What follows belongs to an exercise in optimizing a design on an open flow for small area and a short achievable clock period; a production flow would make more cautious choices.
Function was checked by simulation only, so behaviour that the tests miss may differ from the original.

==> build 40: inputs <==
==> flow/design.v (excerpt) <==
module bfp_dot_product (
    input  logic                    i_clk,
    input  logic                    i_reset_n,
    input  logic                    i_valid,
    input  logic [(8 + 16 * (3 + 1))-1:0] i_act,
    input  logic [(8 + 16 * (3 + 1))-1:0] i_weight,
    output logic                    o_valid,
    output logic [(1 + 8 + 23)-1:0]        o_result
);
    logic        v1, v2;
    logic [88:0] s1_r;
    logic [15:0] s1_exp;
    logic [14:0] cut;
    logic [14:0] s2_cut;
    logic [9:0]  s2_e0;
    logic [19:0] res;
    logic [19:0] s3_res;
    always_ff @(posedge i_clk or negedge i_reset_n) begin
        if (!i_reset_n) begin
            v1      <= 1'b0;
            v2      <= 1'b0;
            o_valid <= 1'b0;
        end else begin
            v1      <= i_valid;
            v2      <= v1;
            o_valid <= v2;
        end
    end
    bfp_product_array bfp_product_array_inst (
        .i_clk    (i_clk),
        .i_act    (i_act),
        .i_weight (i_weight),
        .o_r      (s1_r),
        .o_exp    (s1_exp)
    );
    bfp_adder_tree bfp_adder_tree_inst (
        .i_r      (s1_r),
        .o_cut   (cut)
    );
    always_ff @(posedge i_clk) begin
        s2_cut <= cut;
        s2_e0  <= {2'b00, s1_exp[7:0]} + {2'b00, s1_exp[15:8]} - 10'd6;
    end
    fp_normalize fp_normalize_inst (
        .i_cut (s2_cut),
        .i_e0  (s2_e0),
        .o_res (res)
    );
  ...
export LEC_CHECK = 0
export CAP_MARGIN = 20
export CORE_MARGIN = 2
export CORE_UTILIZATION = 40
export SLEW_MARGIN = 20
create_clock -name core_clock -period 10.5 [get_ports {i_clk}]
standard.sh (not shown) runs the stock make flow with config.mk's settings and CLKGATE_MAP_FILE= SYNTH_SCRIPT=/design/flow/synth_recipe.tcl, a recipe that flattens the netlist after the stock synthesis.
==> flow/flow/run.sh <==
#!/bin/bash
# Own layout flow: the standard ORFS flow, with these changes in how the layout is made:
#  - the port buffers are sky130_fd_sc_hd__buf_1 cells (buffer_ports picks a delay cell otherwise);
#  - synthesis skips the generic ABC pass inside Yosys's synth (SYNTH_ARGS=-noabc), so the
#    full adders are extracted from the design's own gates (fewer inverters); the script
#    is still synth_recipe.tcl, so registers keep their names and cell types;
#  - timing repair aims for extra setup slack (SETUP_SLACK_MARGIN), only on the worst endpoints.
# The clock period and constraints are the standard flow's, unchanged.
set -euo pipefail
export BUFFER_PORTS_ARGS="-buffer_cell sky130_fd_sc_hd__buf_1"
export SYNTH_ARGS="-noabc"
export SETUP_SLACK_MARGIN=6.9
export TNS_END_PERCENT=${TNS:-5}
export CTS_CLUSTER_SIZE=60
export CTS_CLUSTER_DIAMETER=100
bash standard.sh > standard.log 2>&1
==> build 61: changes against build 40 <==
--- a/flow/flow/run.sh
+++ b/flow/flow/run.sh
@@ -13,4 +13,3 @@
 export TNS_END_PERCENT=${TNS:-5}
-export CTS_CLUSTER_SIZE=60
-export CTS_CLUSTER_DIAMETER=100
+export ABC_AREA=1
 bash standard.sh > standard.log 2>&1
==> trial 8: changes against build 40 <==
--- a/flow/flow/run.sh
+++ b/flow/flow/run.sh
@@ -13,4 +13,2 @@
 export TNS_END_PERCENT=${TNS:-5}
-export CTS_CLUSTER_SIZE=60
-export CTS_CLUSTER_DIAMETER=100
 bash standard.sh > standard.log 2>&1
- CORE_UTILIZATION: 40 -> 60
- PLACE_DENSITY: not set -> 0.7
==> comparison <==
Of build 61 and build 40, build 61 has the higher cell count (gap about 8%, measured against build 40). First-iteration DRC count, lowest first: build 61, trial 8, build 40. Utilization: build 61 < build 40 < trial 8. Hold slack, lowest first: trial 8, build 40, build 61. Register-to-register slack: build 40 is better than build 61 (0.04 ns). Against trial 8, the global-route usage of build 61 is lower by 10 points.

---

==> run K <==
Starting RTL as in the previous note.
==> flow/config.mk <==
export PLATFORM = sky130hd
export DESIGN_NAME = bfp_dot_product
export DESIGN_NICKNAME = bfp_dot_product
export VERILOG_FILES = /design/flow/design.v
export SDC_FILE = /design/flow/constraint.sdc
export NUM_CORES = 4
export LEC_CHECK = 0
export CAP_MARGIN = 20
export CORE_MARGIN = 2
export CORE_UTILIZATION = 40
export SLEW_MARGIN = 20
==> flow/constraint.sdc <==
create_clock -name core_clock -period 10.5 [get_ports {i_clk}]
set_input_delay 2.1000 -clock core_clock [delete_from_list [all_inputs] [get_ports {i_clk}]]
set_output_delay 2.1000 -clock core_clock [all_outputs]
set_load 0.01 [all_outputs]
==> flow/flow/run.sh <==
#!/bin/bash
# Own layout flow: the standard ORFS flow, with these changes in how the layout is made:
#  - the port buffers are sky130_fd_sc_hd__buf_1 cells (buffer_ports picks a delay cell otherwise);
#  - synthesis skips the generic ABC pass inside Yosys's synth (SYNTH_ARGS=-noabc), so the
#    full adders are extracted from the design's own gates (fewer inverters); the script
#    is still synth_recipe.tcl, so registers keep their names and cell types;
#  - timing repair aims for extra setup slack (SETUP_SLACK_MARGIN), only on the worst endpoints.
# The clock period and constraints are the standard flow's, unchanged.
set -euo pipefail
export BUFFER_PORTS_ARGS="-buffer_cell sky130_fd_sc_hd__buf_1"
export SYNTH_ARGS="-noabc"
export SETUP_SLACK_MARGIN=6.9
export TNS_END_PERCENT=${TNS:-5}
bash standard.sh > standard.log 2>&1
==> run C: changes against run K <==
--- a/flow/flow/run.sh
+++ b/flow/flow/run.sh
@@ -9,6 +9,6 @@
 set -euo pipefail
 export BUFFER_PORTS_ARGS="-buffer_cell sky130_fd_sc_hd__buf_1"
 export SYNTH_ARGS="-noabc"
-export SETUP_SLACK_MARGIN=6.9
+export SETUP_SLACK_MARGIN=${MARGIN:-7.2}
 export TNS_END_PERCENT=${TNS:-5}
 bash standard.sh > standard.log 2>&1
==> notes <==
- Run C produced a clean layout. Run K completed with no timing, DRC or antenna violations.
- Of run C and run K, run K has the higher sequential share of layout area (gap 0.46 points).
- Against run K, the clock skew of run C is higher by 0.0027 ns.
- Against run C, the maximum frequency of run K is smaller by about 2.5%.
- In flip-flop and latch count, run K and run C do not differ.
- First-iteration DRC count: run K is higher than run C (about 5.4%).
- In run K the cell count is lower than in run C, by about 0.7%.
- Between run C and run K, the lower design area is in run K (gap 2.7%, measured against run K).

-- port drivers added, routing unchanged --
The flow's constraints put no driver on any port. The routed layouts listed below were extracted and timed again, unchanged, in two steps. Step 1, drivers: a clkbuf_16 drives i_clk and a buf_2 each remaining input, both assumed. Step 2 times the ports against the registers' clock, not the clock port: input delays grow and output delays shrink by t, the midpoint of the rising clock arrivals with the driver on. a / b / c = no drivers / after step 1 / after step 2; a / b = the first two.
| run | t (ns) | setup WS [ns] | worst setup path at the end | slew at the worst register clock pin (ns) | worst slew at a driven data input, ns |
|---|---|---|---|---|---|
| build 40 | 0.480 | 6.845 / 6.842 / 6.395 | input to register | 0.07 / 0.07 | 0.06 |
| build 61 | 0.481 | 6.820 / 6.836 / 6.365 | input to register | 0.08 / 0.08 | 0.06 |
| trial 8 | 0.466 | 6.809 / 6.830 / 6.364 | input to register | 0.06 / 0.06 | 0.07 |
| run K | 0.480 | 6.845 / 6.842 / 6.395 | input to register | 0.07 / 0.07 | 0.06 |
| run C | 0.481 | 6.937 / 6.953 / 6.485 | input to register | 0.07 / 0.07 | 0.05 |
After both steps every run listed still meets setup and hold. For build 61, which loses most, drivers alone change the setup slack by +0.016 ns; drivers and shift together by -0.455 ns.
